From an optimization exercise on the open Yosys and OpenROAD flow, aimed at small area and a short achievable clock period; shortcuts taken in it are not production practice. Only simulation tests tie the RTL to the original design; equivalence was not proved. Power and IR drop assume default switching activity.

## run 1
// coreriscv_axi4_acquire_saf_queue
module coreriscv_axi4_acquire_saf_queue
#(
  parameter int DEPTH = 16,
  parameter int CNT_W = $clog2(DEPTH) + 1
) (
  input  logic clk,
  input  logic reset,
  output logic io_in_ready,
  input  logic io_in_valid,
  input  logic [1:0] io_in_bits_header_src,
  input  logic [1:0] io_in_bits_header_dst,
  input  logic [25:0] io_in_bits_payload_addr_block,
  input  logic [0:0] io_in_bits_payload_client_xact_id,
  input  logic [2:0] io_in_bits_payload_addr_beat,
  input  logic [0:0] io_in_bits_payload_is_builtin_type,
  input  logic [2:0] io_in_bits_payload_a_type,
  input  logic [11:0] io_in_bits_payload_union,
  input  logic [63:0] io_in_bits_payload_data,
  input  logic io_out_ready,
  output logic io_out_valid,
  output logic [1:0] io_out_bits_header_src,
  output logic [1:0] io_out_bits_header_dst,
  output logic [25:0] io_out_bits_payload_addr_block,
  output logic [0:0] io_out_bits_payload_client_xact_id,
  output logic [2:0] io_out_bits_payload_addr_beat,
  output logic [0:0] io_out_bits_payload_is_builtin_type,
  output logic [2:0] io_out_bits_payload_a_type,
  output logic [11:0] io_out_bits_payload_union,
  output logic [63:0] io_out_bits_payload_data,
  output logic [CNT_W-1:0] io_count,
  output logic [CNT_W-1:0] io_msgs
);
Settings: LEC_CHECK=0, CAP_MARGIN=20, CORE_MARGIN=2, CORE_UTILIZATION=70, CTS_CLUSTER_DIAMETER=250, CTS_CLUSTER_SIZE=25, SETUP_SLACK_MARGIN=2.8, SLEW_MARGIN=20; clock period 5.0 ns.
run.sh (not shown) runs the stock make flow with config.mk's settings and CLKGATE_MAP_FILE= SYNTH_SCRIPT=/design/flow/synth_recipe.tcl, a recipe that flattens the netlist after the stock synthesis.
Run 1 closes out successfully: all stages finished, all timing, DRC and antenna checks passed.
> inputs changed (run 1 -> run 2)
Settings: PLACE_DENSITY now 0.8, previously not set; CORE_UTILIZATION now 60, was 70.
### Flow results
The lower cell area came out of run 1.
Run 2 against run 1: clock latency on the worst-skew pair neither gained nor lost much, post-placement cell count picked up an extra 227, fraction of met1 tracks used by global routing went down.
Between run 1 and run 2, the difference in leakage power summed over all cells is negligible.
Diff run 2..run 1 | via count | negligible
Run 2 vs. run 1: worst-case vdd ir drop went down by about 7%.
The inputs of run 3 differ from those of run 2 as listed below.
Settings: a change of SETUP_SLACK_MARGIN from 2.8 to 2.7; a deleted PLACE_DENSITY that had been 0.8.
### Flow results
Utilization was higher in the run labelled run 2.
Diff run 2 -> run 3: buffering overhead shrank by 0.64 points; maximum number of pins on one net before global-route repair shrank by 2.5%.

Starting RTL as in the previous note.
clock: 5.0 ns
lec_check: 0
cap_margin: 20
core_margin: 2
core_utilization: 60
cts_cluster_diameter: 250
cts_cluster_size: 25
setup_slack_margin: 2.8
slew_margin: 20
buffer_ports_args: -buffer_cell sky130_fd_sc_hd__buf_2
standard.sh (not shown) runs the stock make flow with config.mk's settings and CLKGATE_MAP_FILE= SYNTH_SCRIPT=/design/flow/synth_recipe.tcl, a recipe that flattens the netlist after the stock synthesis.
==> flow/flow/run.sh <==
#!/bin/bash
# The standard layout (the standard.sh), with ports buffered by buf_2 cells instead
# of ORFS's default choice (a delay cell). Each step's full output is in orfs/logs/;
# make's own output is in standard.log.
set -euo pipefail
cat >> config.mk <<'EOC'
export BUFFER_PORTS_ARGS = -buffer_cell sky130_fd_sc_hd__buf_2
EOC
bash standard.sh > standard.log 2>&1
Then changed:
==> flow/run.sh (new file) <==
#!/bin/bash
# synth_recipe.tcl (not shown) runs the flow's synth.tcl, then flattens the netlist and writes it again
# the make line also repeats each setting of config.mk as NAME=value (left out here)
make -C /OpenROAD-flow-scripts/flow DESIGN_CONFIG=/design/flow/config.mk WORK_HOME=/design/flow/orfs CLKGATE_MAP_FILE= SYNTH_SCRIPT=/design/flow/synth_recipe.tcl finish
BUFFER_PORTS_ARGS = default   (was -buffer_cell sky130_fd_sc_hd__buf_2)
SETUP_SLACK_MARGIN = 3.1   (was 2.8)
removed: flow/flow/run.sh
removed: flow/standard.sh
- area after synthesis does not change
- clock skew hardly moves
- routed wire length increases by a few percent
- total power increases slightly
- cell area increases by a few percent
- hold slack is better by 0.055 ns
- global-route usage increases by 0.90 points
- setup slack is worse by 0.018 ns
- maximum frequency decreases slightly
- count of clock-buffer cells in the layout decreases by 4
- sequential share of layout area decreases by 1.8 points

coreriscv_axi4_acquire_saf_queue, a different RTL version from the one above (not shown whole).
Size: roughly 3600 cells after synthesis, ~1900 flip-flops, roughly 240 I/O pins.
make LEC_CHECK=0 CAP_MARGIN=20 CORE_MARGIN=2 CORE_UTILIZATION=40 CTS_CLUSTER_DIAMETER=250 CTS_CLUSTER_SIZE=25 SETUP_SLACK_MARGIN=2.5 SLEW_MARGIN=20 finish   # period 5.0 ns
run.sh (not shown) runs the stock make flow with config.mk's settings and CLKGATE_MAP_FILE= SYNTH_SCRIPT=/design/flow/synth_recipe.tcl, a recipe that flattens the netlist after the stock synthesis.
Stock flow here: none of the scripts above is used.
The first run ran to the end with no violations.
==> next run, changes <==
- CORE_UTILIZATION: 40 -> 60
- SETUP_SLACK_MARGIN: 2.5 -> 2.8
The changed run finished with timing, DRC and antenna clean.
Non-clock buffer count increases by 48.
Wire length increases by 1.6%.
Maximum frequency increases by 2.7%.
Die area decreases by 33%.
Hold slack is about the same.
Sequential share of layout area increases by 0.19 points.

coreriscv_axi4_acquire_saf_queue, a different RTL version from the one above (not shown whole).
Size: roughly 3,900 cells after synthesis, roughly 1,900 flip-flops, about 240 I/O pins, ~70,000 um2 of cells after synthesis.
Settings: LEC_CHECK=0, CAP_MARGIN=20, CORE_MARGIN=2, CORE_UTILIZATION=40, CTS_CLUSTER_SIZE=30, SETUP_SLACK_MARGIN=2.0, SLEW_MARGIN=20; clock period 5.0 ns.
Next try:
--- a/flow/config.mk
+++ b/flow/config.mk
@@ -10,0 +11 @@
+export CTS_BUF_LIST = sky130_fd_sc_hd__clkbuf_8
@@ -12 +13 @@
-export SETUP_SLACK_MARGIN = 2.0
+export SETUP_SLACK_MARGIN = 2.6
After rerunning:
- cell count came out higher by 6.4%
- count of clock-buffer cells in the layout came out higher by 94
- synthesized cell count stays the same
- sequential share of layout area came out lower by 2.7 points
- via count came out higher by 8.1%
- routed wire length came out higher by 15%

[afterwards: timing with drivers on the ports]
The flow's constraints put no driver on any port. The routed layouts listed below were extracted and timed again, unchanged, in two steps. Step 1, drivers: a clkbuf_16 drives clk and a buf_2 each remaining input, both assumed. Step 2 adds t to the input delays and takes it off the output delays; t is the mean of the earliest and latest rising clock arrival at the registers after step 1. Input paths then give back, and output paths get back, about the clock's delay inside the block. Three values: no drivers, after step 1, after step 2; two values: the first two.
| run | t (ns) | setup slack, ns | worst data-port slew with drivers (ns) |
|---|---|---|---|
| run 1 | 0.766 | 2.697 / 2.620 / 2.094 | 0.16 |
| run 2 | 0.768 | 2.695 / 2.625 / 2.094 | 0.16 |
| run 3 | 0.780 | 2.677 / 2.596 / 1.973 | 0.18 |
| the first run of note 2 | 0.774 | 2.684 / 2.610 / 2.126 | 0.17 |
| the second run of note 2 | 0.776 | 2.666 / 2.589 / 2.263 | 0.18 |
| the first run of note 3 | 0.807 | 2.458 / 2.377 / 1.787 | 0.21 |
| the second run of note 3 | 0.774 | 2.523 / 2.443 / 1.996 | 0.15 |
| the first run of note 4 | 0.899 | 2.026 / 1.966 / 1.253 | 0.17 |
| the second run of note 4 | 1.081 | 2.084 / 1.998 / 1.005 | 0.16 |
After both steps setup and hold are still met in every run listed. The setup slack of the second run of note 4, which loses most, moves by -0.086 ns with the drivers and by -1.079 ns with both steps.
